What follows belongs to an exercise in optimizing a design on an open flow for small area, a short achievable clock period and few clock cycles per item; a production flow would make more cautious choices.
Only simulation tests tie the RTL to the original design; equivalence was not proved.
No activity file was given, so power comes from the tool's default toggle rates.

### flow/design.v
`timescale 1ns / 1ps
package ssc_pkg;
  localparam int ArgDigits = 4;
  localparam int StickW = 15;    
  localparam int AccumW = 14;    
  localparam int CountW = 17;    
  localparam int ChanW  = 12;    
  localparam logic [ChanW-1:0]    CenterReset   = 12'd1502;
  localparam logic [StickW-1:0]   FloorReset    = 15'd1700;
  localparam logic [StickW-1:0]   ThrottleReset = 15'd1100;
  localparam logic [AccumW-1:0]   AccumMax      = 14'd9999;
  localparam logic [CountW-1:0]   CountMax      = '1;
  localparam logic [9:0]  AdjustmentReset  = 10'd100;
  localparam logic [15:0] HoldLimitReset   = 16'd100;
  localparam logic [11:0] ArmThrottleReset = 12'd1100;
  localparam logic [7:0] ChArm    = 8'h61;   
  localparam logic [7:0] ChClear  = 8'h71;   
  localparam logic [7:0] ChCenter = 8'h73;   
  localparam logic [7:0] ChThr    = 8'h74;   
  localparam logic [7:0] ChRoll   = 8'h72;   
  localparam logic [7:0] ChPitch  = 8'h70;   
  localparam logic [7:0] ChFloor  = 8'h6D;   
  localparam logic [7:0] ChNorth  = 8'h78;   
  localparam logic [7:0] ChEast   = 8'h7A;   
  localparam logic [7:0] ChSouth  = 8'h79;   
  localparam logic [7:0] ChWest   = 8'h75;   
  localparam logic [7:0] ChSpace  = 8'h20;
  localparam logic [7:0] ChTab    = 8'h09;
  localparam logic [7:0] ChCr     = 8'h0D;
  localparam logic [7:0] ChPlus   = 8'h2B;
  localparam logic [7:0] ChMinus  = 8'h2D;
  localparam logic [7:0] ChZero   = 8'h30;
  localparam logic [7:0] ChNine   = 8'h39;
  localparam logic [1:0] RegAdjustment  = 2'd0;
  localparam logic [1:0] RegHoldLimit   = 2'd1;
  localparam logic [1:0] RegArmThrottle = 2'd2;
  localparam logic [1:0] PH_SKIP   = 2'd0;
  localparam logic [1:0] PH_DIGITS = 2'd1;
  localparam logic [1:0] PH_DONE   = 2'd2;
  localparam logic [1:0] TGT_THROTTLE = 2'd0;
  localparam logic [1:0] TGT_ROLL     = 2'd1;
  localparam logic [1:0] TGT_PITCH    = 2'd2;
  localparam logic [1:0] TGT_FLOOR    = 2'd3;
  typedef struct packed {
    logic [9:0]  adjustment;
    logic [15:0] hold_limit;
    logic [11:0] arm_throttle;
  } cfg_t;
endpackage
`timescale 1ns / 1ps
import ssc_pkg::*;
module ssc_arg_parse (
  input  logic [1:0]               phase,        
  input  logic                     negative,
  input  logic signed [StickW-1:0] sacc,         
  input  logic signed [StickW-1:0] sacc10,       
  input  logic                     sacc_above,   
  input  logic signed [StickW-1:0] floor_thr,
  input  logic [7:0]               ch,
  output logic [1:0]               phase_nxt,
  output logic                     negative_nxt,
  output logic signed [StickW-1:0] value,        
  output logic signed [StickW-1:0] value10,      
  output logic                     above_floor   
);
  logic       is_digit;
  logic       is_white;
  logic       is_sign;
  logic       take;                             
  logic [3:0] digit;
  assign is_digit = (ch[7:4] == 4'h3) && ((ch[3:0] <= 4'd9));
  assign is_white = (ch == ChSpace) || ((ch >= ChTab) && (ch <= ChCr));
  assign is_sign  = (ch == ChPlus) || (ch == ChMinus);
  assign digit    = ch[3:0];
  assign take     = is_digit && (phase != PH_DONE);
  always_comb begin
    phase_nxt    = phase;
    negative_nxt = negative;
    case (phase)
      PH_SKIP: begin
        if (is_sign) begin
          negative_nxt = ch[2];                 
          phase_nxt    = PH_DIGITS;
        end else if (is_digit) begin
          phase_nxt = PH_DIGITS;
        end else if (!is_white) begin
          phase_nxt = PH_DONE;
        end
      end
      PH_DIGITS: if (!is_digit) phase_nxt = PH_DONE;
      default: ;
    endcase
  end
  localparam int HiW = StickW - 4;
  localparam int HwW = StickW - 7;
  logic signed [StickW-1:0] s10, s100;
  logic [HiW-1:0]           hi, ones_below, zeros_below;
  logic [HwW-1:0]           hw, ones_below_w, zeros_below_w;
  assign s10  = sacc10;
  assign s100 = (s10 <<< 3) + (s10 <<< 1);
  assign hi   = s10[StickW-1:4];
  assign hw   = s100[StickW-1:7];
  for (genvar i = 0; i < HiW; i++) begin : g_pre
    if (i == 0) begin : g_first
      assign ones_below[i]  = 1'b1;
      assign zeros_below[i] = 1'b1;
    end else begin : g_rest
      assign ones_below[i]  = &hi[i-1:0];
      assign zeros_below[i] = ~|hi[i-1:0];
    end
  end
  for (genvar i = 0; i < HwW; i++) begin : g_prew
    if (i == 0) begin : g_first
      assign ones_below_w[i]  = 1'b1;
      assign zeros_below_w[i] = 1'b1;
    end else begin : g_rest
      assign ones_below_w[i]  = &hw[i-1:0];
      assign zeros_below_w[i] = ~|hw[i-1:0];
    end
  end
  localparam int QW = 16;
  logic [QW-1:0] q;
  logic [QW-5:0] qh;
  logic          q_neg, q_m1, q_z;
  assign q     = {s10[StickW-1], s10} + ~{floor_thr[StickW-1], floor_thr};
  assign qh    = q[QW-1:4];
  assign q_neg = qh[QW-5];
  assign q_m1  = &qh;
  assign q_z   = ~|qh;
  logic [3:0]     low_v, low_q;
  logic           up, down, q_up, q_down;
  logic [HiW-1:0] hi_sel;
  logic           sum_neg;
  assign low_v  = negative ? s10[3:0] - digit : s10[3:0] + digit;
  assign up     = !negative && (digit > ~s10[3:0]);
  assign down   =  negative && (digit >  s10[3:0]);
  assign hi_sel = hi ^ ({HiW{up}} & ones_below) ^ ({HiW{down}} & zeros_below);
  logic [6:0]     d10, low_w;
  logic           w_up, w_down;
  logic [HwW-1:0] hw_sel;
  assign d10    = 7'(digit) * 7'd10;
  assign low_w  = negative ? s100[6:0] - d10 : s100[6:0] + d10;
  assign w_up   = !negative && (d10 > ~s100[6:0]);
  assign w_down =  negative && (d10 >  s100[6:0]);
  assign hw_sel = hw ^ ({HwW{w_up}} & ones_below_w) ^ ({HwW{w_down}} & zeros_below_w);
  assign q_up   = !negative && (digit > ~q[3:0]);
  assign q_down =  negative && (digit >  q[3:0]);
  always_comb begin
    if (q_up)        sum_neg = q_neg && !q_m1;    
    else if (q_down) sum_neg = q_neg || q_z;      
    else             sum_neg = q_neg;
  end
  assign value       = take ? signed'({hi_sel, low_v}) : sacc;
  assign value10     = take ? signed'({hw_sel, low_w}) : sacc10;
  assign above_floor = take ? !sum_neg : sacc_above;
endmodule
`timescale 1ns / 1ps
import ssc_pkg::*;
module ssc_tick (
  input  logic [ChanW-1:0]         center_pitch,
  input  logic [ChanW-1:0]         center_roll,
  input  logic [3:0]               dir_flags,
  input  logic [CountW-1:0]        hold_count,
  input  ssc_pkg::cfg_t            cfg,
  output logic signed [StickW-1:0] pitch,
  output logic signed [StickW-1:0] roll,
  output logic [3:0]               dir_flags_nxt,
  output logic [CountW-1:0]        hold_count_nxt
);
  logic expired;
  function automatic logic [StickW-1:0] deflect(input logic [ChanW-1:0] c,
                                                input logic up, input logic dn,
                                                input logic [9:0] adj);
    logic [12:0] a;
    logic [13:0] r;
    logic        sub;
    sub = dn && !up;
    a   = (up ^ dn) ? {3'b000, adj} : 13'd0;
    r   = {2'b00, c} + {1'b0, a ^ {13{sub}}} + 14'(sub);
    deflect = {{2{sub && !r[13]}}, r[12:0]};
  endfunction
  assign pitch = deflect(center_pitch, dir_flags[2], dir_flags[0], cfg.adjustment);
  assign roll  = deflect(center_roll,  dir_flags[3], dir_flags[1], cfg.adjustment);
  assign expired = hold_count > CountW'(cfg.hold_limit);
  assign dir_flags_nxt  = expired ? 4'd0 : dir_flags;
  assign hold_count_nxt = expired ? CountW'(1) : hold_count + 1'b1;
endmodule
`timescale 1ns / 1ps
import ssc_pkg::*;
module ssc_cfg_regs (
  input  logic         clk,
  input  logic         rst,
  input  logic         psel,
  input  logic         penable,
  input  logic         pwrite,
  input  logic [3:0]   paddr,
  input  logic [31:0]  pwdata,
  output logic [31:0]  prdata,
  output logic         pready,
  output ssc_pkg::cfg_t cfg
);
  logic       wr_en;
  logic [2:0] ld;
  assign pready  = 1'b1;
  assign wr_en   = psel && penable && pwrite;
  assign ld[0] = rst || (wr_en && paddr[3:2] == RegAdjustment);
  assign ld[1] = rst || (wr_en && paddr[3:2] == RegHoldLimit);
  assign ld[2] = rst || (wr_en && paddr[3:2] == RegArmThrottle);
  always_ff @(posedge clk) begin
    if (ld[0]) cfg.adjustment   <= rst ? AdjustmentReset  : pwdata[9:0];
    if (ld[1]) cfg.hold_limit   <= rst ? HoldLimitReset   : pwdata[15:0];
    if (ld[2]) cfg.arm_throttle <= rst ? ArmThrottleReset : pwdata[11:0];
  end
  always_comb begin
    case (paddr[3:2])
      RegAdjustment:  prdata = {22'd0, cfg.adjustment};
      RegHoldLimit:   prdata = {16'd0, cfg.hold_limit};
      RegArmThrottle: prdata = {20'd0, cfg.arm_throttle};
      default:        prdata = 32'd0;
    endcase
  end
endmodule
`timescale 1ns / 1ps
import ssc_pkg::*;
module serial_stick_command_decoder_top (
  input  logic        clk,
  input  logic        rst,
  input  logic        cmd_valid,
  output logic        cmd_ready,
  input  logic        cmd_mode,
  input  logic [7:0]  cmd_rx_byte,
  input  logic [11:0] cmd_rc_pitch,
  input  logic [11:0] cmd_rc_roll,
  output logic        stick_valid,
  input  logic        stick_ready,
  output logic        stick_armed,
  output logic [14:0] stick_throttle,
  output logic [14:0] stick_pitch,
  output logic [14:0] stick_roll,
  output logic        stick_clear_store,
  output logic [3:0]  stick_directions,
  input  logic        psel,
  input  logic        penable,
  input  logic        pwrite,
  input  logic [3:0]  paddr,
  input  logic [31:0] pwdata,
  output logic [31:0] prdata,
  output logic        pready
);
  ssc_pkg::cfg_t cfg;
  ssc_cfg_regs u_cfg (
    .clk     (clk),
    .rst     (rst),
    .psel    (psel),
    .penable (penable),
    .pwrite  (pwrite),
    .paddr   (paddr),
    .pwdata  (pwdata),
    .prdata  (prdata),
    .pready  (pready),
    .cfg     (cfg)
  );
  logic        in_valid;
  logic        in_mode;
  logic [7:0]  in_byte;
  logic        advance;
  assign advance   = in_valid && (!stick_valid || stick_ready);
  assign cmd_ready = !in_valid || advance;
  always_ff @(posedge clk) begin
    if (rst || cmd_ready) in_valid <= !rst && cmd_valid;
  end
  always_ff @(posedge clk) begin
    if (cmd_ready && cmd_valid) begin
      in_mode  <= cmd_mode;
      in_byte  <= cmd_rx_byte;
    end
  end
  logic                     armed_flag;
  logic                     pending;         
  logic [1:0]               chars_left;      
  logic [1:0]               target;
  logic [1:0]               phase;
  logic                     negative;
  logic signed [StickW-1:0] sacc;
  logic signed [StickW-1:0] sacc10;          
  logic                     sacc_above;      
  logic [3:0]               dir_flags;
  logic [CountW-1:0]        hold_count;
  logic [ChanW-1:0]         center_pitch;
  logic [ChanW-1:0]         center_roll;
  logic signed [StickW-1:0] floor_throttle;
  logic signed [StickW-1:0] throttle_reg;
  logic signed [StickW-1:0] pitch_reg;
  logic signed [StickW-1:0] roll_reg;
  logic                     clear_reg;
  logic [1:0]               phase_nxt;
  logic                     negative_nxt;
  logic signed [StickW-1:0] arg_value;
  logic signed [StickW-1:0] arg_value10;
  logic                     arg_above_floor;
  ssc_arg_parse u_parse (
    .phase        (phase),
    .negative     (negative),
    .sacc         (sacc),
    .sacc10       (sacc10),
    .sacc_above   (sacc_above),
    .floor_thr    (floor_throttle),
    .ch           (in_byte),
    .phase_nxt    (phase_nxt),
    .negative_nxt (negative_nxt),
    .value        (arg_value),
    .value10      (arg_value10),
    .above_floor  (arg_above_floor)
  );
  logic signed [StickW-1:0] tick_pitch;
  logic signed [StickW-1:0] tick_roll;
  logic [3:0]               tick_dirs;
  logic [CountW-1:0]        tick_hold;
  ssc_tick u_tick (
    .center_pitch   (center_pitch),
    .center_roll    (center_roll),
    .dir_flags      (dir_flags),
    .hold_count     (hold_count),
    .cfg            (cfg),
    .pitch          (tick_pitch),
    .roll           (tick_roll),
    .dir_flags_nxt  (tick_dirs),
    .hold_count_nxt (tick_hold)
  );
  logic is_tick, is_arg, is_cmd, is_last;
  logic do_arm, do_clear, do_center, do_open, do_dir;
  logic [3:0] dir_bit;
  logic [1:0] open_target;
  assign is_tick  = in_mode;
  assign is_arg   = !in_mode && pending;
  assign is_cmd   = !in_mode && !pending;
  assign is_last  = is_arg && (chars_left == 2'd0);
  assign do_arm    = is_cmd && (in_byte == ChArm);
  assign do_clear  = is_cmd && (in_byte == ChClear);
  assign do_center = is_cmd && (in_byte == ChCenter);
  always_comb begin
    open_target = TGT_THROTTLE;
    dir_bit     = 4'd0;
    do_open     = 1'b0;
    case (in_byte)
      ChThr:   begin do_open = 1'b1; open_target = TGT_THROTTLE; end
      ChRoll:  begin do_open = 1'b1; open_target = TGT_ROLL;     end
      ChPitch: begin do_open = 1'b1; open_target = TGT_PITCH;    end
      ChFloor: begin do_open = 1'b1; open_target = TGT_FLOOR;    end
      ChNorth: dir_bit = 4'b0001;
      ChEast:  dir_bit = 4'b0010;
      ChSouth: dir_bit = 4'b0100;
      ChWest:  dir_bit = 4'b1000;
      default: ;
    endcase
  end
  assign do_dir = is_cmd && (dir_bit != 4'd0);
  logic open_arg;
  logic last_thr, last_roll, last_pitch, last_floor;
  assign open_arg   = is_cmd && do_open && armed_flag;
  assign last_thr   = is_last && (target == TGT_THROTTLE);
  assign last_roll  = is_last && (target == TGT_ROLL);
  assign last_pitch = is_last && (target == TGT_PITCH);
  assign last_floor = is_last && (target == TGT_FLOOR);
  always_ff @(posedge clk) begin
    if (rst || (advance && do_arm))
      armed_flag <= !rst && !armed_flag;
    if (rst || (advance && (open_arg || is_last)))
      pending <= !rst && !is_last;
    if (rst || (advance && (do_dir || is_tick)))
      dir_flags <= rst ? 4'd0 : is_tick ? tick_dirs : (dir_flags | dir_bit);
    if (rst || (advance && (do_dir || is_tick)))
      hold_count <= (rst || !is_tick) ? '0 : tick_hold;
    if (rst || (advance && last_floor))
      floor_throttle <= rst ? signed'(FloorReset) : arg_value;
    if (rst || (advance && (do_arm || last_thr)))
      throttle_reg <= rst ? signed'(ThrottleReset) :
                      do_arm ? signed'(StickW'(cfg.arm_throttle)) :
                      arg_above_floor ? arg_value : floor_throttle;
    if (rst || (advance && (do_center || is_tick || last_pitch)))
      pitch_reg <= rst ? signed'(StickW'(CenterReset)) :
                   do_center ? signed'(StickW'(center_pitch)) :
                   is_tick ? tick_pitch : arg_value;
    if (rst || (advance && (do_center || is_tick || last_roll)))
      roll_reg <= rst ? signed'(StickW'(CenterReset)) :
                  do_center ? signed'(StickW'(center_roll)) :
                  is_tick ? tick_roll : arg_value;
  end
  logic pending_after;
  logic take_center;
  assign pending_after = !in_valid ? pending :
                         open_arg ? 1'b1 :
                         is_last ? 1'b0 : pending;
  assign take_center   = cmd_valid && cmd_ready && !cmd_mode
                         && (cmd_rx_byte == ChCenter) && !pending_after;
  always_ff @(posedge clk) begin
    if (rst || take_center) begin
      center_pitch <= rst ? CenterReset : cmd_rc_pitch;
      center_roll  <= rst ? CenterReset : cmd_rc_roll;
    end
  end
  always_ff @(posedge clk) begin
    if (advance) begin
      if (is_cmd) begin
        chars_left <= 2'd3;
        target     <= open_target;
        phase      <= PH_SKIP;
        negative   <= 1'b0;
        sacc       <= '0;
        sacc10     <= '0;
        sacc_above <= floor_throttle[StickW-1];    
      end else if (is_arg) begin
        chars_left <= chars_left - 2'd1;
        phase      <= phase_nxt;
        negative   <= negative_nxt;
        sacc       <= arg_value;
        sacc10     <= arg_value10;
        sacc_above <= arg_above_floor;
      end
    end
  end
  always_ff @(posedge clk) begin
    if (rst || advance || stick_ready) stick_valid <= !rst && advance;
  end
  always_ff @(posedge clk) begin
    if (advance) clear_reg <= do_clear;
  end
  assign stick_armed       = armed_flag;
  assign stick_throttle    = throttle_reg;
  assign stick_pitch       = pitch_reg;
  assign stick_roll        = roll_reg;
  assign stick_clear_store = clear_reg;
  assign stick_directions  = dir_flags;
endmodule
### flow/run.sh
#!/bin/bash
# synth_recipe.tcl (not shown) runs the flow's synth.tcl, then flattens the netlist and writes it again
# the make line also repeats each setting of config.mk as NAME=value (left out here)
make -C /OpenROAD-flow-scripts/flow DESIGN_CONFIG=/design/flow/config.mk WORK_HOME=/design/flow/orfs CLKGATE_MAP_FILE= SYNTH_SCRIPT=/design/flow/synth_recipe.tcl finish
### flow/config.mk
export PLATFORM = sky130hd
export DESIGN_NAME = serial_stick_command_decoder_top
export DESIGN_NICKNAME = serial_stick_command_decoder_top
export VERILOG_FILES = /design/flow/design.v
export SDC_FILE = /design/flow/constraint.sdc
export NUM_CORES = 4
export LEC_CHECK = 0
export CAP_MARGIN = 20
export CORE_MARGIN = 2
export CORE_UTILIZATION = 55
export CTS_BUF_LIST = sky130_fd_sc_hd__clkbuf_8
export SETUP_SLACK_MARGIN = 3.1
export SLEW_MARGIN = 20
### flow/constraint.sdc
create_clock -name core_clock -period 7.0 [get_ports {clk}]
set_input_delay 1.4000 -clock core_clock [delete_from_list [all_inputs] [get_ports {clk}]]
set_output_delay 1.4000 -clock core_clock [all_outputs]
set_load 0.01 [all_outputs]
==> impl_metrics.csv, run 1 <==
group,metric,value,unit
finish,n_fill_cell,1899,
power,power.total,3020,uW
setup_path,required,5600,ps
power,pwr-share-seq,47.9,%
floorplan,num_io_pins,162,
run_status,status,"finished clean",
place,io_buffers,126,
detailed_routing,wl_per_cell,18.5,microns
floorplan,dieArea,0.0249,sq mm
grt,grt_overflow_total,0,
detailed_routing,totalWireLength,32300,microns
hold_path,worstHoldPathType,"register to register",
grt,grt_max_degree,70,
detailed_routing,routed_via_density,5.66,
finish,drive_gt1_share,10.9,%
place,dp_cells,1683,
synthesis,synth-main-ff-cell,"edfxtp_1",
sta,fin_ws,3130,ps
synthesis,synthAdderAreaFrac,10.8,%
grt,grtUsageTotal,25.5,%
setup_path,critPathKind,"input pin to output pin",
detailed_routing,drc,0,
synthesis,synth_area_leader_cell,"edfxtp_1",
finish,layout.nets,1597,
power,power.density,197,mW/mm^2
place,gp_congestion,0.923,
grt,antenna_found_initial,0,
sta,rsz0062_at_grt,"true",
sta,drv_slew,0,
finish,regMostFlops,"u_cfg.cfg",
finish,largest_reg_flops,38,
sta,worst_slew_pin_slew,1020,ps
synthesis,ys_async_sr_fraction,0,%
synthesis,yosys-top-cells-count,"edfxtp_1 (194), nor2_1 (145), ha_1 (98)",
detailed_routing,drt_first_pass_iters,5,
sta,fin_crit_sh,55.3,%
grt,grt_pass1_wl,48700,microns
synthesis,yosysUniqueCellTypes,69,
sta,tns,0,ps
clocking,ctsHoldBuffers,0,
setup_path,crit_start,"paddr[2]",
clocking,clkLatencyLatePin,470,ps
sta,min_period,3870,ps
power,ir_drop,0.112,mV
synthesis,synth.top_cell.area_share,44.8,%
run,max_cap_violations,0,
synthesis,synth-simple-area-share,16.7,%
finish,final_cells,1744,
grt,grt_pass1_vias,8995,
sta,setup_violations,0,
floorplan,die-width,158,microns
synthesis,synth_area,0.0130,sq mm
finish,fin_util,65.7,%
synthesis,ys_seq_area_share,44.8,%
floorplan,fp.coreArea,0.0233,sq mm
setup_path,worstPathArrival,2470,ps
clocking,cts_buffers,17,
floorplan,die_h,158,microns
detailed_routing,ant_nets,0,
sta,hold_viol,0,
synthesis,synthMuxAreaShare,3.37,%
synthesis,syn_avg_cell_area,10.2,sq um
detailed_routing,dr_total_vias,9864,
clocking,clockRootBuffer,"clkbuf_8",
setup_path,worst_setup_path_end_kind,"output pin",
power,p_comb_share,27.8,%
place,pre_cts_ws,1720,ps
synthesis,synth_xor_area_share,6.60,%
finish,top_regs,"u_cfg.cfg: 38 flops, hold_count: 17 flops",
floorplan,num_rows,56,
synthesis,yosysMostFrequentCell,"edfxtp_1",
power,p_leak,0.00620,uW
place,post-dp-hpwl,23500,microns
sta,fmax,259,MHz
synthesis,synth_top_family_by_area,"simple AND/OR/NAND/NOR gates",
sta,skew,14.8,ps
finish,diodes,0,
sta,slew_headroom,31.2,%
clocking,h-tree-depth,4,
hold_path,min_from,"chars_left[0]$_SDFFCE_PP1P_",
synthesis,synth_area_leaders,"edfxtp_1 (45%), ha_1 (9.4%), nor2_1 (4.2%)",
synthesis,yosys_warnings,4,
power,switching_share,30.9,%
clocking,clockBufferDepth,2,
synthesis,synth_edf_count,194,
synthesis,ys_ff_latch,194,
setup_path,reg2reg_from,"sacc10[2]$_SDFFCE_PP0P_",
setup_path,cp_max_fo,13,
setup_path,startpoint_type,"input pin",
detailed_routing,detail_route.iter0.violations,934,
synthesis,postSynthCellCount,1275,
clocking,cts_tree,"built",
clocking,clkTransAtPathRegs,100,ps
floorplan,start_util,55.7,%
finish,area_growth,17.9,%
power,p_clk_share,24.3,%
power,p_int,2090,uW
power,p_sw,934,uW
clocking,cts_sinks,194,
synthesis,synth_compound_area_share,12.9,%
==> critical path, stage by stage <==
cell	delay (ps)
buf_4	160
nor2b_4	180
buf_4	120
buf_6	120
nand2_1	50
o21ai_0	130
clkdlybuf4s15_1	290
==> power groups by stage <==
stage | Sequential (uW) | Clock [uW] | Combinational, uW
2_1_floorplan | 1460 | 0 | 558
3_3_place_gp | 1480 | 0 | 774
3_5_place_dp | 1480 | 0 | 788
4_1_cts | 1450 | 741 | 800
5_1_grt | 1460 | 778 | 928
6_report | 1450 | 736 | 840
==> timing repair <==
action	in CTS	in global routing
setup buffers	10	19
pin swaps	0	10
gates resized for setup	42	48
endpoints found under the hold margin	0	0
setup endpoints to repair	55	38
gates cloned	0	2
==> per-layer routing <==
layer,up-vias,GRT usage (%),wire length (microns)
met3,25,3.23,1660
met2,289,41.8,15300
met1,4751,36.5,15000
li1,4799,-,-
met4,0,5.15,368
met5,-,0,0
==> final timing paths <==
kind                               endpoint  cells after the start  slack (ps)
max                               prdata[8]                      7        3130
min             chars_left[0]$_SDFFCE_PP1P_                      1         580
max reg2reg  throttle_reg[10]$_SDFFCE_PP1P_                     13        3170
min reg2reg     chars_left[0]$_SDFFCE_PP1P_                      1         580
==> cells by family (layout without fill, tap and decap cells) <==
logic type      count (synthesis)  count (layout)
fa+ha+maj                     107             107
other cells                     2              17
xor+xnor                       98              98
simple gates                  436             436
mux                            43              43
flops                         194             194
compound gates                251             251
buf+inv                       144             279
==> cells in the final DEF, fill, tap and decap left out, types with 10 or more instances in the layout <==
master             n
a211o_1           10
a21o_1            22
a21oi_1           69
and2_1            11
and3_1            15
buf_4             41
clkbuf_8          17
clkdlybuf4s50_1  106
conb_1            17
dlygate4sd2_1     13
edfxtp_1         194
ha_1              93
inv_1             82
mux2i_1           33
nand2_1           65
nand2b_1          30
nand3_1           25
nor2_1           143
nor2b_1           42
nor3_1            27
o21a_1            16
o21ai_0           39
o21ai_1           10
or2_2             29
xnor2_1           58
xor2_1            37
==> final cells by class <==
| cell class | count | area, sq um | area share [%] |
|---|---|---|---|
| multi-input combinational | 952 | 6870 | 44.8 |
| sequential | 194 | 5830 | 38.0 |
| timing repair buffer | 168 | 1560 | 10.2 |
| tap | 319 | 399 | 2.60 |
| inverter | 81 | 304 | 1.98 |
| clock buffer | 17 | 234 | 1.53 |
| clock inverter | 13 | 139 | 0.906 |
==> metrics by stage <==
stage,hold slack (ps),area (sq um)
6_report,583,15300
5_1_grt,601,15300
4_1_cts,586,15000
3_5_place_dp,561,14500
3_3_place_gp,555,14500
2_1_floorplan,528,13100
Testbench counts, summed over its fixed seeds: cycles 12,042, items 12,026.
==> run 2: changes to the inputs <==
--- a/flow/config.mk
+++ b/flow/config.mk
@@ -8,6 +8,5 @@
 export CAP_MARGIN = 20
 export CORE_MARGIN = 2
 export CORE_UTILIZATION = 55
-export CTS_BUF_LIST = sky130_fd_sc_hd__clkbuf_8
 export SETUP_SLACK_MARGIN = 3.1
 export SLEW_MARGIN = 20
==> impl_metrics.csv, run 2 <==
group,metric,value,unit
place,gp_congestion,0.923,
setup_path,startpoint_type,"input pin",
synthesis,syn_avg_cell_area,10.2,sq um
finish,layout_common_cells,"edfxtp_1 (194), nor2_1 (144), clkdlybuf4s50_1 (106)",
setup_path,crit_start,"paddr[2]",
synthesis,synth_area,0.0130,sq mm
floorplan,start_util,55.7,%
sta,drv_slew,0,
clocking,cts_buffers,17,
place,io_buffers,126,
clocking,clkLatencyLatePin,440,ps
sta,min_period,3870,ps
grt,busiest_layer,"met2",
detailed_routing,totalWireLength,32400,microns
clocking,cts_tree,"built",
synthesis,postSynthCellCount,1275,
setup_path,reg2reg_from,"sacc10[2]$_SDFFCE_PP0P_",
power,power.density,210,mW/mm^2
finish,diodes,0,
setup_path,reg2reg_to,"throttle_reg[10]$_SDFFCE_PP1P_",
sta,timing.hold.ws,577,ps
sta,fin_crit_sh,55.3,%
place,dp_cells,1683,
synthesis,synth_area_leader_cell,"edfxtp_1",
setup_path,critPathKind,"input pin to output pin",
finish,layout.nets,1598,
grt,grt_pass1_wl,49100,microns
clocking,cts_sinks,194,
sta,worst_slew_pin_slew,1010,ps
synthesis,ys_async_sr_fraction,0,%
sta,skew,9.90,ps
clocking,clockBufferDepth,2,
synthesis,yosys_warnings,4,
detailed_routing,wl_per_cell,18.6,microns
floorplan,die-width,158,microns
power,p_leak,0.00627,uW
detailed_routing,drt_first_pass_iters,6,
sta,setup_violations,0,
detailed_routing,routed_via_density,5.65,
synthesis,synth-main-ff-cell,"edfxtp_1",
sta,tns,0,ps
finish,design_area,0.0155,sq mm
clocking,clkTransAtPathRegs,70,ps
grt,grtUsageTotal,25.8,%
synthesis,synth_area_leaders,"edfxtp_1 (45%), ha_1 (9.4%), nor2_1 (4.2%)",
clocking,clockRootBuffer,"clkbuf_16",
hold_path,worstHoldPathType,"register to register",
finish,top_regs,"u_cfg.cfg: 38 flops, hold_count: 17 flops",
place,placed_cell_area,0.0145,sq mm
floorplan,fp.coreArea,0.0233,sq mm
synthesis,ys_seq_area_share,44.8,%
floorplan,dieArea,0.0249,sq mm
power,ir_drop,0.139,mV
finish,largest_reg_flops,38,
detailed_routing,drc,0,
finish,final_cells,1745,
detailed_routing,ant_nets,0,
grt,grt_overflow_total,0,
grt,grt_use_met2,42.1,%
setup_path,cp-endpoint,"prdata[8]",
synthesis,synth.top_cell.area_share,44.8,%
floorplan,num_rows,56,
synthesis,yosysUniqueCellTypes,69,
grt,use_met1,36.6,%
setup_path,worst_setup_path_end_kind,"output pin",
grt,antenna_found_initial,0,
grt,grt_pass1_vias,9061,
grt,grt_max_degree,70,
synthesis,synth_edf_count,194,
finish,drive_gt1_share,11.0,%
finish,final_common_cell,"edfxtp_1",
synthesis,ys_ff_latch,194,
floorplan,die_h,158,microns
clocking,h-tree-depth,4,
sta,rsz0062_at_grt,"true",
grt,globalRouteMet3Util,3.59,%
finish,area_growth,19.4,%
setup_path,worstPathArrival,2470,ps
synthesis,yosysMostFrequentCell,"edfxtp_1",
sta,slew_headroom,31.9,%
setup_path,cp_max_fo,13,
finish,n_fill_cell,1882,
finish,fin_util,66.6,%
synthesis,yosys-top-cells-count,"edfxtp_1 (194), nor2_1 (145), ha_1 (98)",
setup_path,reg2reg_depth,13,
run,max_cap_violations,0,
detailed_routing,dr_total_vias,9854,
floorplan,num_io_pins,162,
place,post-dp-hpwl,23500,microns
setup_path,required,5600,ps
sta,fmax,258,MHz
run_status,status,"finished clean",
sta,hold_viol,0,
detailed_routing,detail_route.iter0.violations,1004,
setup_path,rrSetupSlack,3180,ps
finish,regMostFlops,"u_cfg.cfg",
[run 2: cell counts after synthesis]
No cell type changed its count.
[run 2: power breakdown]
| group | switching (uW) | internal, uW |
|---|---|---|
| Clock | 444 | 528 |
| Combinational | 448 | 393 |
| Sequential | 65.4 | 1380 |
| Total | 958 | 2310 |
[run 2: how the worst min path moves through the flow]
stage                                            from                             to  slack [ps]  cells after the start
after floorplan            u_cfg.cfg[0]$_SDFFCE_PP0P_  throttle_reg[0]$_SDFFCE_PP0P_         530                      2
after global placement    chars_left[0]$_SDFFCE_PP1P_    chars_left[0]$_SDFFCE_PP1P_         550                      1
after detailed placement  chars_left[0]$_SDFFCE_PP1P_    chars_left[0]$_SDFFCE_PP1P_         560                      1
after CTS                 chars_left[0]$_SDFFCE_PP1P_    chars_left[0]$_SDFFCE_PP1P_         580                      1
after global routing      chars_left[0]$_SDFFCE_PP1P_    chars_left[0]$_SDFFCE_PP1P_         590                      1
final                     chars_left[0]$_SDFFCE_PP1P_    chars_left[0]$_SDFFCE_PP1P_         580                      1
[run 2: cell type report]
cell class,instances,area [sq um],area share (%)
clock inverter,10,128,0.822
timing repair buffer,169,1570,10.1
inverter,81,304,1.96
clock buffer,20,437,2.81
multi-input combinational,952,6870,44.2
tap,319,399,2.57
sequential,194,5830,37.5
[run 2: logic make-up after synthesis]
| family | share of synthesized area (%) |
|---|---|
| compound gates | 12.9 |
| xor+xnor | 6.60 |
| fa+ha+maj | 10.8 |
| buf+inv | 4.76 |
| flops | 44.8 |
| mux | 3.37 |
| other cells | 0.0578 |
| simple gates | 16.7 |
[run 2: what timing repair did]
item,in CTS,in global routing
gates resized for setup,42,50
pin swaps,0,12
hold buffers,0,0
buffers inserted,10,20
setup endpoints to repair,55,38
cloned,0,2
[run 2: metrics by stage]
step	worst slack [ps]	power (uW)
CTS	3110	3240
global placement	1750	2250
floorplan	3340	2020
finish	3130	3260
global route	3020	3410
detailed placement	1720	2270
[run 2: worst max-delay path, cell delays in order]
cell and delay [ps]:
buf_4 160, nor2b_4 180, buf_4 120, buf_6 120, nand2_1 50, o21ai_0 140
clkdlybuf4s15_1 290
[run 2: routing by layer]
metal	wire (microns)	part of all wire, %
met2	15400	47
met4	430	1.3
met3	1700	5.3
met5	0	0
met1	14900	46
==> run 3: changes to the inputs <==
==> flow/flow/run.sh (new file) <==
#!/bin/bash
# The standard layout, with every port buffered by the smallest plain
# buffer (the timing repair resizes the ones on critical paths) instead of
# the delay buffer buffer_ports picks by default.
set -euo pipefail
export BUFFER_PORTS_ARGS="-buffer_cell sky130_fd_sc_hd__buf_1"
bash standard.sh finish > standard_flow.log 2>&1
==> flow/standard.sh (new file) <==
#!/bin/bash
# synth_recipe.tcl (not shown) runs the flow's synth.tcl, then flattens the netlist and writes it again
# the make line also repeats each setting of config.mk as NAME=value (left out here)
make -C /OpenROAD-flow-scripts/flow DESIGN_CONFIG=/design/flow/config.mk WORK_HOME=/design/flow/orfs CLKGATE_MAP_FILE= SYNTH_SCRIPT=/design/flow/synth_recipe.tcl "${@:-finish}"
--- a/flow/config.mk
+++ b/flow/config.mk
@@ -8,5 +8,5 @@
 export CAP_MARGIN = 20
 export CORE_MARGIN = 2
 export CORE_UTILIZATION = 55
-export SETUP_SLACK_MARGIN = 3.1
+export SETUP_SLACK_MARGIN = 3.4
 export SLEW_MARGIN = 20
removed: flow/run.sh
==> impl_metrics.csv, run 3 <==
group,metric,value,unit
clocking,h-tree-depth,4,
setup_path,critPathKind,"register to register",
place,post-dp-hpwl,23100,microns
finish,top_regs,"u_cfg.cfg: 38 flops, hold_count: 17 flops",
sta,setup_violations,0,
setup_path,crit_start,"floor_throttle[1]$_SDFFCE_PP0P_",
floorplan,dieArea,0.0249,sq mm
synthesis,yosys-top-cells-count,"edfxtp_1 (194), nor2_1 (145), ha_1 (98)",
grt,grt_pass1_vias,9179,
setup_path,path_depth,16,
sta,fin_crit_sh,54.3,%
clocking,cts_sinks,194,
grt,use_met1,37.7,%
synthesis,ys_async_sr_fraction,0,%
detailed_routing,drt_first_pass_iters,5,
grt,globalRouteMet3Util,3.28,%
synthesis,syn_avg_cell_area,10.2,sq um
sta,worst_slew_pin_slew,841,ps
floorplan,num_rows,56,
synthesis,synth.top_cell.area_share,44.8,%
grt,antenna_found_initial,0,
setup_path,reg2reg_depth,16,
clocking,clkTransAtPathRegs,80,ps
sta,rsz0062_at_grt,"true",
synthesis,synth_area,0.0130,sq mm
sta,tns,0,ps
power,power.density,214,mW/mm^2
setup_path,crit_top_cell,"inv_2",
synthesis,yosysMostFrequentCell,"edfxtp_1",
detailed_routing,detail_route.iter0.violations,832,
finish,fin_util,65.8,%
setup_path,cpLargestDelayFamily,"adder cells",
synthesis,ys_ff_latch,194,
synthesis,ys_seq_area_share,44.8,%
floorplan,num_io_pins,162,
grt,grt_use_met2,41.8,%
setup_path,reg2reg_to,"throttle_reg[5]$_SDFFCE_PP0P_",
finish,layout_common_cells,"edfxtp_1 (194), nor2_1 (139), buf_1 (110)",
synthesis,postSynthCellCount,1275,
place,gp_congestion,0.883,
detailed_routing,ant_nets,0,
detailed_routing,totalWireLength,32800,microns
place,pre_cts_ws,2380,ps
detailed_routing,dr_total_vias,9899,
setup_path,cpMaxStageDelayCell,"fa_2",
synthesis,yosysUniqueCellTypes,69,
place,dp_cells,1683,
sta,min_period,3800,ps
detailed_routing,wl_per_cell,18.5,microns
finish,final_common_cell,"edfxtp_1",
synthesis,synth_edf_count,194,
finish,regMostFlops,"u_cfg.cfg",
grt,grtUsageTotal,26.0,%
clocking,ctsHoldBuffers,0,
floorplan,die-width,158,microns
clocking,clockBufferDepth,2,
sta,drv_slew,0,
finish,layout.nets,1622,
run_status,status,"finished clean",
floorplan,fp.coreArea,0.0233,sq mm
synthesis,synth-main-ff-cell,"edfxtp_1",
setup_path,cp_max_fo,6,
run,max_cap_violations,0,
sta,skew,15.6,ps
finish,final_cells,1771,
place,io_buffers,126,
sta,fin_ws,3200,ps
setup_path,slowest_delay,570,ps
hold_path,worstHoldPathType,"register to register",
setup_path,reg2reg_from,"floor_throttle[1]$_SDFFCE_PP0P_",
clocking,clkLatencyLatePin,440,ps
sta,fmax,263,MHz
setup_path,rrSetupSlack,3200,ps
grt,busiest_layer,"met2",
power,power.total,3280,uW
power,ir_drop,0.120,mV
finish,diodes,0,
sta,hold_viol,0,
synthesis,synth_area_leaders,"edfxtp_1 (45%), ha_1 (9.4%), nor2_1 (4.2%)",
setup_path,worst_setup_path_end_kind,"register",
clocking,cts_buffers,17,
grt,grt_pass1_wl,49200,microns
synthesis,synth_area_leader_cell,"edfxtp_1",
power,p_leak,0.00614,uW
setup_path,worstPathArrival,3980,ps
finish,largest_reg_flops,38,
finish,drive_gt1_share,17.1,%
grt,grt_overflow_total,0,
sta,slew_headroom,43.7,%
synthesis,yosys_warnings,4,
setup_path,required,7180,ps
setup_path,critPathBufInv,5,
clocking,cts_tree,"built",
finish,area_growth,18.0,%
grt,grt_max_degree,79,
floorplan,start_util,55.7,%
clocking,clockRootBuffer,"clkbuf_16",
setup_path,cp-endpoint,"throttle_reg[5]$_SDFFCE_PP0P_",
setup_path,startpoint_type,"register",
detailed_routing,routed_via_density,5.59,
floorplan,die_h,158,microns
setup_path,path_cells,"inv_2 -> ha_4 -> inv_2 -> fa_2 -> inv_2 -> ha_4 -> o41ai_4 -> nor4_2 -> o21ai_2 -> or4_4 -> nor4_4 -> a2111oi_4 -> buf_4 -> buf_8 -> mux2i_1 -> a22o_1",
detailed_routing,drc,0,
==> run 3: how the worst min path moves through the flow <==
stage,cells after the start,from,to,slack [ps]
floorplan,2,u_cfg.cfg[0]$_SDFFCE_PP0P_,throttle_reg[0]$_SDFFCE_PP0P_,530
global placement,1,chars_left[0]$_SDFFCE_PP1P_,chars_left[0]$_SDFFCE_PP1P_,550
detailed placement,1,chars_left[0]$_SDFFCE_PP1P_,chars_left[0]$_SDFFCE_PP1P_,560
CTS,1,chars_left[0]$_SDFFCE_PP1P_,chars_left[0]$_SDFFCE_PP1P_,580
global route,1,center_roll[4]$_SDFFCE_PP1P_,roll_reg[4]$_SDFFCE_PP1P_,610
finish,1,chars_left[0]$_SDFFCE_PP1P_,chars_left[0]$_SDFFCE_PP1P_,580
==> run 3: report_power, final <==
group / internal [uW] / switching, uW
registers: 1380 / 62.5
clock network: 504 / 478
logic: 380 / 474
==> run 3: cell type report <==
type	instances	area (sq um)
well taps	319	399
multi-input cells	952	7190
fillers	1900	7990
flip-flops and latches	194	5830
repair buffers	193	1050
clock inverters	14	144
clock buffers	18	429
inverters	81	308
==> run 3: worst reg2reg max path: stages, from the launching register on <==
cell	delay [ps]
edfxtp_1	410
inv_2	100
ha_4	140
inv_2	40
fa_2	570
inv_2	50
ha_4	290
o41ai_4	80
nor4_2	270
o21ai_2	130
or4_4	510
nor4_4	190
a2111oi_4	90
buf_4	180
buf_8	140
mux2i_1	120
a22o_1	240
==> run 3: repair_timing <==
| action | in CTS | in global routing |
|---|---|---|
| gates resized for setup | 62 | 103 |
| endpoints found under the hold margin | 0 | 0 |
| gates cloned | 1 | 1 |
| pin swaps | 16 | 27 |
| setup buffers | 33 | 21 |
| endpoints found under the setup margin | 63 | 54 |
==> run 3: stage by stage <==
| stage | cell area (sq um) | hold slack (ps) |
|---|---|---|
| 6_report | 15300 | 581 |
| 4_1_cts | 14800 | 577 |
| 2_1_floorplan | 13100 | 528 |
| 3_5_place_dp | 13700 | 560 |
| 3_3_place_gp | 13700 | 554 |
| 5_1_grt | 15300 | 606 |
==> run 3: cells by family (layout without fill, tap and decap cells) <==
group | after synthesis | after routing | synth area share [%]
xor+xnor | 98 | 98 | 6.60
simple gates | 436 | 436 | 16.7
buf+inv | 144 | 306 | 4.76
compound gates | 251 | 251 | 12.9
other cells | 2 | 17 | 0.0578
flops | 194 | 194 | 44.8
fa+ha+maj | 107 | 107 | 10.8
mux | 43 | 43 | 3.37
==> run 3: routing by layer <==
metal	part of all wire (%)	vias to the layer above	wire length, microns
met2	47	271	15300
met4	1.5	0	504
li1	-	4871	-
met1	47	4726	15400
met5	0	-	0
met3	4.7	31	1550
==> run 4: changes to the inputs <==
--- a/flow/config.mk
+++ b/flow/config.mk
@@ -8,5 +8,5 @@
 export CAP_MARGIN = 20
 export CORE_MARGIN = 2
 export CORE_UTILIZATION = 55
-export SETUP_SLACK_MARGIN = 3.4
+export SETUP_SLACK_MARGIN = 2.9
 export SLEW_MARGIN = 20
==> impl_metrics.csv, run 4 <==
group,metric,value,unit
detailed_routing,ant_nets,0,
power,p_comb_share,23.8,%
place,dp_cells,1681,
finish,layout.nets,1580,
sta,drv_slew,0,
power,pwr-share-seq,45.8,%
synthesis,yosysMostFrequentCell,"edfxtp_1",
sta,fin_crit_sh,56.3,%
clocking,cts_buffers,17,
sta,min_period,3940,ps
synthesis,synth_edf_count,194,
grt,grt_max_degree,55,
synthesis,synth_area,0.0130,sq mm
sta,timing.hold.ws,584,ps
finish,diodes,0,
synthesis,yosys_warnings,4,
setup_path,rrSetupSlack,3070,ps
finish,regMostFlops,"u_cfg.cfg",
finish,top_regs,"u_cfg.cfg: 38 flops, hold_count: 17 flops",
synthesis,synth_area_leaders,"edfxtp_1 (45%), ha_1 (9.4%), nor2_1 (4.2%)",
setup_path,required,5600,ps
floorplan,num_rows,56,
sta,fmax,254,MHz
synthesis,synth_area_leader_cell,"edfxtp_1",
power,power.density,219,mW/mm^2
synthesis,yosys-top-cells-count,"edfxtp_1 (194), nor2_1 (145), ha_1 (98)",
setup_path,worstPathArrival,2540,ps
sta,hold_viol,0,
clocking,clockBufferDepth,2,
floorplan,dieArea,0.0249,sq mm
sta,skew,14.2,ps
finish,final_common_cell,"edfxtp_1",
run,max_cap_violations,0,
synthesis,ys_ff_latch,194,
power,p_clk_share,30.4,%
setup_path,cp_max_fo,13,
power,p_leak,0.00578,uW
finish,layout_common_cells,"edfxtp_1 (194), nor2_1 (144), buf_1 (123)",
finish,final_cells,1727,
finish,area_growth,11.1,%
clocking,clockRootBuffer,"clkbuf_16",
place,gp_congestion,0.867,
power,ir_drop,0.150,mV
grt,antenna_found_initial,0,
finish,drive_gt1_share,7.74,%
sta,setup_violations,0,
detailed_routing,dr_total_vias,9695,
synthesis,yosysUniqueCellTypes,69,
place,post-dp-hpwl,23100,microns
synthesis,postSynthCellCount,1275,
detailed_routing,drt_first_pass_iters,5,
clocking,h-tree-depth,4,
grt,busiest_layer,"met2",
synthesis,syn_avg_cell_area,10.2,sq um
grt,use_met1,37.5,%
clocking,cts_tree,"built",
sta,tns,0,ps
synthesis,synth-main-ff-cell,"edfxtp_1",
clocking,ctsHoldBuffers,0,
grt,grt_use_met2,40.7,%
sta,rsz0062_at_grt,"false",
hold_path,worstHoldPathType,"register to register",
clocking,cts_sinks,194,
detailed_routing,totalWireLength,31500,microns
detailed_routing,wl_per_cell,18.2,microns
sta,worst_slew_pin_slew,1100,ps
grt,grt_pass1_wl,49300,microns
grt,grtUsageTotal,25.9,%
detailed_routing,drc,0,
finish,largest_reg_flops,38,
clocking,clkTransAtPathRegs,80,ps
floorplan,die-width,158,microns
detailed_routing,routed_via_density,5.61,
setup_path,worst_setup_path_end_kind,"output pin",
run_status,status,"finished clean",
floorplan,start_util,55.7,%
grt,grt_overflow_total,0,
place,io_buffers,126,
grt,globalRouteMet3Util,3.78,%
sta,slew_headroom,25.7,%
clocking,clkLatencyLatePin,440,ps
detailed_routing,detail_route.iter0.violations,762,
grt,grt_pass1_vias,9095,
floorplan,fp.coreArea,0.0233,sq mm
synthesis,ys_seq_area_share,44.8,%
synthesis,synth.top_cell.area_share,44.8,%
power,p_int,2200,uW
synthesis,ys_async_sr_fraction,0,%
floorplan,num_io_pins,162,
floorplan,die_h,158,microns
setup_path,critPathKind,"input pin to output pin",
power,switching_share,30.3,%
setup_path,startpoint_type,"input pin",
power,p_sw,959,uW
==> run 4: cell counts after synthesis <==
No cell type changed its count.
==> run 4: layer usage <==
layer  share of wire (%)  up-vias
li1                    -     4772
met1                  48     4603
met2                  46      285
met3                 4.4       35
met4                 2.0        0
met5                   0        -
==> run 4: cells by family (layout without fill, tap and decap cells) <==
group / Yosys count / after routing / share of synthesized area, %
AOI/OAI and AO/OA: 251 / 251 / 12.9
DFF: 194 / 194 / 44.8
xor gates and xnor gates: 98 / 98 / 6.60
and+or+nand+nor: 436 / 436 / 16.7
buffers and inverters: 144 / 262 / 4.76
adders and majority gates: 107 / 107 / 10.8
muxes: 43 / 43 / 3.37
other: 2 / 17 / 0.0578
==> run 4: worst paths after layout <==
check	cells past startpoint	to	from
max	6	prdata[6]	paddr[3]
min	1	pitch_reg[3]$_SDFFCE_PP1P_	center_pitch[3]$_SDFFCE_PP1P_
max reg2reg	14	roll_reg[12]$_SDFFCE_PP0P_	dir_flags[1]$_SDFFCE_PP0P_
min reg2reg	1	pitch_reg[3]$_SDFFCE_PP1P_	center_pitch[3]$_SDFFCE_PP1P_
==> run 4: power groups by stage <==
| stage | Sequential, uW | Clock, uW | Combinational, uW |
|---|---|---|---|
| 6_report | 1450 | 961 | 752 |
| 5_1_grt | 1460 | 1010 | 846 |
| 4_1_cts | 1450 | 968 | 743 |
| 3_5_place_dp | 1480 | 0 | 726 |
| 3_3_place_gp | 1480 | 0 | 715 |
| 2_1_floorplan | 1460 | 0 | 558 |
==> run 4: what timing repair did <==
action	CTS	global route
buffers inserted	10	5
cloned	0	1
gates resized for setup	4	11
setup endpoints to repair	39	39
pin swaps	0	1
==> run 4: final cells by class <==
cell class	count	area, sq um
clock inverter	12	124
fill	1986	8890
inverter	81	304
timing repair buffer	151	677
tap	319	399
clock buffer	18	429
sequential	194	5830
multi-input combinational	952	6690
==> run 4: metrics by stage <==
step           setup slack (ps)  instance area, sq um  total power, uW  utilization (%)
2_1_floorplan              3340                 13100             2020                -
3_3_place_gp               2370                 13700             2190             58.8
3_5_place_dp               2390                 13700             2200             58.8
4_1_cts                    2910                 14400             3160             61.5
5_1_grt                    2900                 14400             3310             61.9
6_report                   3060                 14400             3160             61.9
==> run 4: worst max-delay path, cell delays in order <==
cell	delay, ps
clkdlybuf4s15_2	370
nor2b_4	210
buf_4	190
nand2_1	60
o21ai_0	110
buf_1	190
==> run 5: changes to the inputs <==
--- a/flow/config.mk
+++ b/flow/config.mk
@@ -8,5 +8,6 @@
 export CAP_MARGIN = 20
 export CORE_MARGIN = 2
 export CORE_UTILIZATION = 55
-export SETUP_SLACK_MARGIN = 2.9
+export SETUP_SLACK_MARGIN = 3.1
 export SLEW_MARGIN = 20
+export TNS_END_PERCENT = 5
==> impl_metrics.csv, run 5 <==
group,metric,value,unit
synthesis,synth-main-ff-cell,"edfxtp_1",
power,p_int,2210,uW
power,power.total,3170,uW
synthesis,yosys_warnings,4,
power,switching_share,30.4,%
grt,grt_pass1_vias,9095,
sta,tns,0,ps
clocking,cts_tree,"built",
clocking,clkLatencyLatePin,440,ps
synthesis,yosys-top-cells-count,"edfxtp_1 (194), nor2_1 (145), ha_1 (98)",
floorplan,fp.coreArea,0.0233,sq mm
setup_path,critPathKind,"register to register",
clocking,clockBufferDepth,2,
synthesis,synth_xor_area_share,6.60,%
clocking,clkTransAtPathRegs,80,ps
sta,worst_slew_pin_slew,1140,ps
setup_path,worst_setup_path_end_kind,"register",
finish,top_regs,"u_cfg.cfg: 38 flops, hold_count: 17 flops",
power,ir_drop,0.152,mV
detailed_routing,drt_first_pass_iters,5,
sta,drv_slew,0,
sta,min_period,3910,ps
power,p_clk_share,30.3,%
floorplan,start_util,55.7,%
synthesis,yosysMostFrequentCell,"edfxtp_1",
sta,fmax,256,MHz
place,post-dp-hpwl,23100,microns
finish,n_fill_cell,1978,
finish,layout_common_cells,"edfxtp_1 (194), nor2_1 (144), buf_1 (123)",
hold_path,worstHoldPathType,"register to register",
detailed_routing,drc,0,
sta,setup_violations,0,
sta,fin_crit_sh,55.8,%
floorplan,num_io_pins,162,
synthesis,synth_area_leader_cell,"edfxtp_1",
floorplan,die_h,158,microns
clocking,h-tree-depth,4,
detailed_routing,detail_route.iter0.violations,824,
detailed_routing,ant_nets,0,
finish,final_common_cell,"edfxtp_1",
finish,drive_gt1_share,8.63,%
place,dp_cells,1681,
synthesis,synth_edf_count,194,
power,p_comb_share,24.1,%
sta,rsz0062_at_grt,"true",
clocking,ctsHoldBuffers,0,
synthesis,ys_async_sr_fraction,0,%
floorplan,dieArea,0.0249,sq mm
clocking,cts_sinks,194,
power,power.density,218,mW/mm^2
power,pwr-share-seq,45.6,%
setup_path,cp_max_fo,8,
clocking,cts_buffers,17,
finish,regMostFlops,"u_cfg.cfg",
sta,skew,14.6,ps
place,io_buffers,126,
detailed_routing,wl_per_cell,18.2,microns
detailed_routing,totalWireLength,31500,microns
setup_path,required,7190,ps
synthesis,ys_seq_area_share,44.8,%
detailed_routing,routed_via_density,5.60,
place,gp_congestion,0.867,
sta,slew_headroom,23.2,%
finish,final_cells,1732,
grt,grtUsageTotal,25.9,%
setup_path,worstPathArrival,4090,ps
synthesis,postSynthCellCount,1275,
floorplan,die-width,158,microns
run,max_cap_violations,0,
synthesis,synth_compound_area_share,12.9,%
power,p_leak,0.00583,uW
grt,grt_pass1_wl,49300,microns
run_status,status,"finished clean",
synthesis,synth_area,0.0130,sq mm
power,p_sw,966,uW
sta,hold_viol,0,
synthesis,ys_ff_latch,194,
synthesis,synthAdderAreaFrac,10.8,%
grt,antenna_found_initial,0,
detailed_routing,dr_total_vias,9697,
grt,grt_max_degree,55,
clocking,clockRootBuffer,"clkbuf_16",
floorplan,num_rows,56,
synthesis,synthMuxAreaShare,3.37,%
synthesis,synth_top_family_by_area,"simple AND/OR/NAND/NOR gates",
synthesis,syn_avg_cell_area,10.2,sq um
setup_path,startpoint_type,"register",
synthesis,synth-simple-area-share,16.7,%
finish,layout.nets,1585,
finish,largest_reg_flops,38,
synthesis,synth_area_leaders,"edfxtp_1 (45%), ha_1 (9.4%), nor2_1 (4.2%)",
synthesis,synth.top_cell.area_share,44.8,%
sta,timing.hold.ws,584,ps
grt,grt_overflow_total,0,
synthesis,yosysUniqueCellTypes,69,
finish,diodes,0,
finish,area_growth,11.9,%
-- run 5: cell counts after synthesis --
Identical to the previous run, type by type.
-- run 5: path summary, 6_finish.rpt --
| path | start | to | slack [ps] | depth (start not counted) |
|---|---|---|---|---|
| setup / recovery | sacc10[2]$_SDFFCE_PP0P_ | throttle_reg[9]$_SDFFCE_PP0P_ | 3090 | 14 |
| hold reg to reg | center_pitch[3]$_SDFFCE_PP1P_ | pitch_reg[3]$_SDFFCE_PP1P_ | 580 | 1 |
| setup reg to reg | sacc10[2]$_SDFFCE_PP0P_ | throttle_reg[9]$_SDFFCE_PP0P_ | 3090 | 14 |
| hold / removal | center_pitch[3]$_SDFFCE_PP1P_ | pitch_reg[3]$_SDFFCE_PP1P_ | 580 | 1 |
-- run 5: worst max-delay path: stages, from the launching register on --
cell and delay (ps):
edfxtp_1 430, buf_6 170, ha_1 290, a21o_1 200, and4_1 230, or4b_1 510
nand4_1 140, o2111ai_1 110, or4_4 510, nor4_4 320, a2111oi_4 110, buf_6 180
buf_4 140, mux2i_1 100, a22o_1 210
-- run 5: logic make-up (layout without fill, tap and decap cells) --
group | after synthesis | in the layout
compound gates | 251 | 251
flops | 194 | 194
xor+xnor | 98 | 98
simple gates | 436 | 436
fa+ha+maj | 107 | 107
buf+inv | 144 | 267
mux | 43 | 43
other cells | 2 | 17
-- run 5: power by group through the flow --
stage	Combinational, uW	Sequential [uW]	Clock, uW
floorplan	558	1460	0
global placement	715	1480	0
detailed placement	726	1480	0
CTS	743	1450	968
global route	858	1460	1010
finish	764	1450	963
-- run 5: per-layer routing --
metal | vias to the layer above | share of wire [%] | track usage, %
li1 | 4781 | - | -
met1 | 4603 | 47 | 37.5
met3 | 40 | 4.7 | 3.78
met2 | 273 | 46 | 40.7
met5 | - | 0 | 0
met4 | 0 | 2.2 | 7.62
-- run 5: per-stage QoR --
step / instance area [sq um] / util (%) / setup WS (ps)
finish: 14600 / 62.4 / 3090
CTS: 14400 / 61.5 / 2910
detailed placement: 13700 / 58.8 / 2390
global route: 14600 / 62.4 / 2960
floorplan: 13100 / - / 3340
global placement: 13700 / 58.8 / 2370
-- run 5: area by class of cell --
type / count / area (sq um) / area share, %
Clock buffer: 18 / 429 / 2.95
Clock inverter: 12 / 124 / 0.851
Inverter: 81 / 304 / 2.09
Multi-Input combinational cell: 952 / 6760 / 46.4
Sequential cell: 194 / 5830 / 40.0
Tap cell: 319 / 399 / 2.74
Timing Repair Buffer: 156 / 712 / 4.89
-- run 5: timing repair --
action,CTS,global route
resized for setup,5,26
pin swaps,0,6
cloned,0,1
setup endpoints to repair,54,49
buffers inserted,10,10
==> run 6: changes to the inputs <==
--- a/flow/config.mk
+++ b/flow/config.mk
@@ -10,4 +10,3 @@
 export CORE_UTILIZATION = 55
 export SETUP_SLACK_MARGIN = 3.1
 export SLEW_MARGIN = 20
-export TNS_END_PERCENT = 5
==> impl_metrics.csv, run 6 <==
group,metric,value,unit
place,post-dp-hpwl,23100,microns
finish,largest_reg_flops,38,
finish,layout.nets,1594,
synthesis,synth_edf_count,194,
hold_path,worstHoldPathType,"register to register",
synthesis,synth_area,0.0130,sq mm
finish,multi_input_area,0.00687,sq mm
clocking,cts_sinks,194,
synthesis,ys_seq_area_share,44.8,%
clocking,ctsHoldBuffers,0,
setup_path,cpMaxStageDelayCell,"or4b_1",
sta,fmax,259,MHz
sta,min_period,3860,ps
finish,layout_common_cells,"edfxtp_1 (194), nor2_1 (144), buf_1 (123)",
floorplan,die_h,158,microns
place,gp_congestion,0.867,
synthesis,synth.top_cell.area_share,44.8,%
synthesis,syn_avg_cell_area,10.2,sq um
grt,grtUsageTotal,26.0,%
detailed_routing,detail_route.iter0.violations,776,
sta,slew_headroom,19.5,%
setup_path,slowest_delay,510,ps
detailed_routing,dr_total_vias,9733,
setup_path,crit_top_cell,"buf_6",
detailed_routing,routed_via_density,5.59,
setup_path,critPathKind,"register to register",
finish,n_fill_cell,1957,
synthesis,yosysMostFrequentCell,"edfxtp_1",
sta,fin_crit_sh,55.1,%
synthesis,yosysUniqueCellTypes,69,
detailed_routing,drt_first_pass_iters,8,
clocking,cts_buffers,17,
finish,final_common_cell,"edfxtp_1",
power,power.density,216,mW/mm^2
grt,antenna_found_initial,0,
synthesis,postSynthCellCount,1275,
sta,hold_viol,0,
clocking,clockRootBuffer,"clkbuf_16",
finish,area_growth,13.5,%
setup_path,critPathBufInv,3,
synthesis,synth_area_leaders,"edfxtp_1 (45%), ha_1 (9.4%), nor2_1 (4.2%)",
finish,drive_gt1_share,10.8,%
clocking,clockBufferDepth,2,
grt,grt_max_degree,55,
finish,regMostFlops,"u_cfg.cfg",
sta,skew,10.7,ps
setup_path,worstPathArrival,4030,ps
synthesis,synth-main-ff-cell,"edfxtp_1",
clocking,cts_tree,"built",
detailed_routing,wl_per_cell,18.3,microns
finish,fin_util,63.2,%
floorplan,num_rows,56,
floorplan,dieArea,0.0249,sq mm
setup_path,required,7180,ps
finish,seqCellArea,0.00583,sq mm
clocking,clkLatencyLatePin,440,ps
synthesis,yosys_warnings,4,
finish,diodes,0,
detailed_routing,totalWireLength,31800,microns
detailed_routing,ant_nets,0,
grt,grt_pass1_wl,49400,microns
setup_path,cp_max_fo,6,
finish,final_cells,1741,
place,io_buffers,126,
setup_path,cpLargestDelayFamily,"simple AND/OR/NAND/NOR gates",
finish,top_regs,"u_cfg.cfg: 38 flops, hold_count: 17 flops",
grt,grt_overflow_total,0,
setup_path,worst_setup_path_end_kind,"register",
floorplan,num_io_pins,162,
floorplan,die-width,158,microns
power,ir_drop,0.150,mV
sta,setup_violations,0,
place,dp_cells,1681,
sta,drv_slew,0,
setup_path,path_cells,"buf_6 -> ha_1 -> a21o_1 -> and4_4 -> or4b_1 -> nand4_1 -> o2111ai_1 -> or4_4 -> nor4_4 -> a2111oi_4 -> buf_6 -> buf_12 -> mux2i_1 -> a22o_1",
sta,rsz0062_at_grt,"true",
grt,grt_pass1_vias,9116,
floorplan,fp.coreArea,0.0233,sq mm
synthesis,ys_ff_latch,194,
run_status,status,"finished clean",
floorplan,start_util,55.7,%
clocking,clkTransAtPathRegs,80,ps
sta,worst_slew_pin_slew,1190,ps
synthesis,synth_area_leader_cell,"edfxtp_1",
power,p_leak,0.00588,uW
setup_path,startpoint_type,"register",
synthesis,yosys-top-cells-count,"edfxtp_1 (194), nor2_1 (145), ha_1 (98)",
detailed_routing,drc,0,
synthesis,ys_async_sr_fraction,0,%
clocking,h-tree-depth,4,
run,max_cap_violations,0,
sta,tns,0,ps
## run 6: repair_timing
action | 4_1_cts | 5_1_grt
gates resized for setup | 13 | 44
setup buffers | 12 | 17
pin swaps | 0 | 17
gates cloned | 0 | 1
endpoints found under the setup margin | 54 | 30
## run 6: worst reg2reg max path: cells and delay by family, from the launching register on
| kind | cells | cell delay [ps] |
|---|---|---|
| AO/OA/AOI/OAI | 4 | 630 |
| adder cells (fa/ha/maj) | 1 | 290 |
| buffers and inverters | 3 | 470 |
| flip-flops | 1 | 420 |
| multiplexers | 1 | 100 |
| AND/OR/NAND/NOR | 5 | 1690 |
## run 6: final timing paths
check,from,to,slack (ps),depth (start not counted)
worst max register to register,sacc10[2]$_SDFFCE_PP0P_,throttle_reg[5]$_SDFFCE_PP0P_,3140,14
worst max-delay path,sacc10[2]$_SDFFCE_PP0P_,throttle_reg[5]$_SDFFCE_PP0P_,3140,14
worst min-delay path,center_pitch[3]$_SDFFCE_PP1P_,pitch_reg[3]$_SDFFCE_PP1P_,580,1
worst min register to register,center_pitch[3]$_SDFFCE_PP1P_,pitch_reg[3]$_SDFFCE_PP1P_,580,1
## run 6: per-stage QoR
stage	setup slack [ps]	hold slack, ps	cell area, sq um	power, uW
after detailed placement	2390	560	13700	2200
after global routing	3020	622	14800	3340
final	3140	584	14800	3190
after CTS	3100	581	14400	3160
after floorplan	3340	528	13100	2020
after global placement	2370	553	13700	2190
## run 6: logic make-up after synthesis
logic type | synth area share, %
DFF | 44.8
and+or+nand+nor | 16.7
buffers and inverters | 4.76
adders and majority gates | 10.8
muxes | 3.37
AOI/OAI and AO/OA | 12.9
xor gates and xnor gates | 6.60
other | 0.0578
## run 6: power by group
part | total [uW] | leakage [uW] | internal (uW) | switching [uW]
Clock | 961 | 0.000264 | 497 | 464
Sequential | 1450 | 0.00187 | 1380 | 61.9
Combinational | 784 | 0.00374 | 337 | 447
Total | 3190 | 0.00588 | 2220 | 972
## run 6: metal layers
| layer | up-vias | global-route usage (%) | share of wire, % |
|---|---|---|---|
| li1 | 4790 | - | - |
| met1 | 4610 | 37.4 | 47 |
| met2 | 296 | 40.9 | 46 |
| met3 | 37 | 3.78 | 5.2 |
| met4 | 0 | 7.62 | 2.0 |
| met5 | - | 0 | 0 |
## run 6: area by class of cell
cell class / instances / area share, %
multi-input cells: 952 / 46.6
clock inverters: 12 / 0.840
repair buffers: 165 / 5.44
clock buffers: 18 / 2.91
flip-flops and latches: 194 / 39.5
well taps: 319 / 2.71
inverters: 81 / 2.06
==> run 7: changes to the inputs <==
--- a/flow/config.mk
+++ b/flow/config.mk
@@ -7,6 +7,7 @@
 export LEC_CHECK = 0
 export CAP_MARGIN = 20
 export CORE_MARGIN = 2
-export CORE_UTILIZATION = 55
+export CORE_UTILIZATION = 65
+export CTS_BUF_LIST = sky130_fd_sc_hd__clkbuf_8
 export SETUP_SLACK_MARGIN = 3.1
 export SLEW_MARGIN = 20
==> impl_metrics.csv, run 7 <==
group,metric,value,unit
synthesis,synth_area,0.0130,sq mm
sta,hold_viol,0,
setup_path,cp_max_fo,7,
place,gp_congestion,0.911,
finish,top_regs,"u_cfg.cfg: 38 flops, hold_count: 17 flops",
sta,fin_crit_sh,55.3,%
sta,skew,16.2,ps
power,power.total,2960,uW
setup_path,worst_setup_path_end_kind,"register",
synthesis,synth_area_leaders,"edfxtp_1 (45%), ha_1 (9.4%), nor2_1 (4.2%)",
finish,largest_reg_flops,38,
sta,slew_headroom,15.4,%
floorplan,fp.coreArea,0.0195,sq mm
detailed_routing,routed_via_density,5.91,
floorplan,num_io_pins,162,
synthesis,synth_edf_count,194,
detailed_routing,ant_nets,0,
place,io_buffers,126,
detailed_routing,detail_route.iter0.violations,805,
synthesis,yosys_warnings,4,
setup_path,crit_start,"sacc10[1]$_SDFFCE_PP0P_",
detailed_routing,drt_first_pass_iters,5,
floorplan,dieArea,0.0212,sq mm
finish,final_common_cell,"edfxtp_1",
synthesis,synth_area_leader_cell,"edfxtp_1",
grt,grtUsageTotal,28.9,%
clocking,h-tree-depth,4,
floorplan,num_rows,51,
place,post-dp-hpwl,22000,microns
clocking,clkTransAtPathRegs,110,ps
synthesis,ys_seq_area_share,44.8,%
grt,grt_pass1_wl,48500,microns
sta,tns,0,ps
sta,setup_violations,0,
finish,layout.nets,1599,
setup_path,critPathKind,"register to register",
hold_path,min_from,"center_roll[3]$_SDFFCE_PP1P_",
sta,drv_slew,0,
setup_path,startpoint_type,"register",
clocking,clockRootBuffer,"clkbuf_8",
place,pre_cts_ws,2400,ps
synthesis,syn_avg_cell_area,10.2,sq um
sta,worst_slew_pin_slew,1260,ps
synthesis,postSynthCellCount,1275,
setup_path,required,7240,ps
grt,grt_overflow_total,0,
hold_path,worstHoldPathType,"register to register",
finish,area_growth,11.9,%
clocking,cts_buffers,17,
sta,rsz0062_at_grt,"true",
synthesis,ys_ff_latch,194,
synthesis,yosys-top-cells-count,"edfxtp_1 (194), nor2_1 (145), ha_1 (98)",
run_status,status,"finished clean",
sta,min_period,3870,ps
clocking,clockBufferDepth,2,
synthesis,yosysMostFrequentCell,"edfxtp_1",
synthesis,synth-main-ff-cell,"edfxtp_1",
power,ir_drop,0.183,mV
finish,seqCellArea,0.00583,sq mm
synthesis,yosysUniqueCellTypes,69,
synthesis,synth.top_cell.area_share,44.8,%
detailed_routing,totalWireLength,30800,microns
finish,diodes,0,
grt,grt_pass1_vias,9456,
floorplan,die-width,145,microns
floorplan,start_util,66.6,%
grt,grt_max_degree,65,
detailed_routing,wl_per_cell,18.2,microns
grt,antenna_found_initial,0,
setup_path,worstPathArrival,4110,ps
finish,layout_common_cells,"edfxtp_1 (194), nor2_1 (144), buf_1 (123)",
synthesis,ys_async_sr_fraction,0,%
setup_path,reg2reg_from,"sacc10[1]$_SDFFCE_PP0P_",
sta,fmax,258,MHz
detailed_routing,drc,0,
detailed_routing,dr_total_vias,10000,
clocking,clkLatencyLatePin,480,ps
clocking,cts_sinks,194,
run,max_cap_violations,0,
floorplan,die_h,145,microns
power,p_leak,0.00582,uW
sta,fin_ws,3130,ps
finish,multi_input_area,0.00687,sq mm
power,power.density,204,mW/mm^2
finish,regMostFlops,"u_cfg.cfg",
finish,drive_gt1_share,11.1,%
finish,n_fill_cell,1444,
clocking,cts_tree,"built",
==> run 7: area by class of cell <==
cell class | instances | area share, %
Sequential cell | 194 | 40.0
Timing Repair Buffer | 170 | 5.78
Multi-Input combinational cell | 952 | 47.2
Clock inverter | 15 | 0.989
Clock buffer | 17 | 1.61
Inverter | 81 | 2.09
Tap cell | 265 | 2.28
==> run 7: timing repair <==
item	CTS	global route
resized for setup	11	48
cloned	0	1
hold buffers	0	0
pin swaps	0	16
setup endpoints to repair	47	31
buffers inserted	10	23
==> run 7: power by group <==
part	leakage [uW]	switching, uW	total (uW)	internal (uW)
logic	0.00375	447	786	339
registers	0.00187	63.8	1450	1380
clock network	0.000195	436	728	292
==> run 7: path summary, 6_finish.rpt <==
kind | to | slack [ps] | cells after the start
setup reg to reg | sacc_above$_DFFE_PP_ | 3130 | 15
setup / recovery | sacc_above$_DFFE_PP_ | 3130 | 15
hold reg to reg | roll_reg[3]$_SDFFCE_PP1P_ | 590 | 1
hold / removal | roll_reg[3]$_SDFFCE_PP1P_ | 590 | 1
==> run 7: kinds of logic (layout without fill, tap and decap cells) <==
family          Yosys count  in the layout  share of synthesized area [%]
xor+xnor                 98             98                           6.60
buf+inv                 144            283                           4.76
compound gates          251            251                           12.9
mux                      43             43                           3.37
fa+ha+maj               107            107                           10.8
simple gates            436            436                           16.7
other cells               2             17                         0.0578
flops                   194            194                           44.8
==> run 7: per-stage QoR <==
step           utilization [%]  area (sq um)  hold WS, ps  cells
6_report                  74.5         14500          587   1694
3_3_place_gp              69.9         13600          553   1628
3_5_place_dp              69.9         13600          561   1628
4_1_cts                   72.3         14100          587   1670
5_1_grt                   74.5         14500          598   1694
2_1_floorplan                -         13100          528   1290
==> run 7: critical path, stage by stage (launching register included) <==
cell and delay (ps):
edfxtp_1 440, ha_2 220, inv_2 40, fa_2 380, xnor2_2 170, ha_1 360, o41ai_1 110, nor4_1 180
o21ai_0 200, or4_4 470, nor4_4 270, a2111oi_4 70, buf_4 170, buf_8 150, buf_6 130, mux2_2 260
==> run 7: metal layers <==
| layer | vias to the layer above | global-route usage, % | part of all wire, % |
|---|---|---|---|
| met5 | - | 0 | 0 |
| met4 | 0 | 8.19 | 2.4 |
| met3 | 57 | 3.98 | 6.4 |
| met2 | 409 | 46.5 | 47 |
| met1 | 4732 | 41.5 | 44 |
| li1 | 4813 | - | - |

-- afterwards: timing with drivers on the ports --
Ports are ideal in the flow. The routed layouts listed here were re-timed in OpenROAD.
Step 1: set_driving_cell puts a clkbuf_16 on clk and a buf_2 on each other input, an assumption about the parent block.
Step 2 also shifts input and output timing later by t, the mid clock arrival at the registers, as if the neighbouring blocks saw the same clock.
Slacks: ideal / step 1 / step 2; pairs: ideal / step 1.
run	shift t [ns]	setup WS [ns]
run 1	0.510	3.132 / 3.102 / 3.004
run 2	0.481	3.130 / 3.099 / 2.955
run 3	0.486	3.201 / 3.201 / 3.201
run 4	0.479	3.057 / 3.034 / 3.034
run 5	0.484	3.092 / 3.092 / 3.092
run 6	0.477	3.145 / 3.145 / 3.145
run 7	0.520	3.129 / 3.129 / 3.129
After both steps every run listed still meets setup and hold.
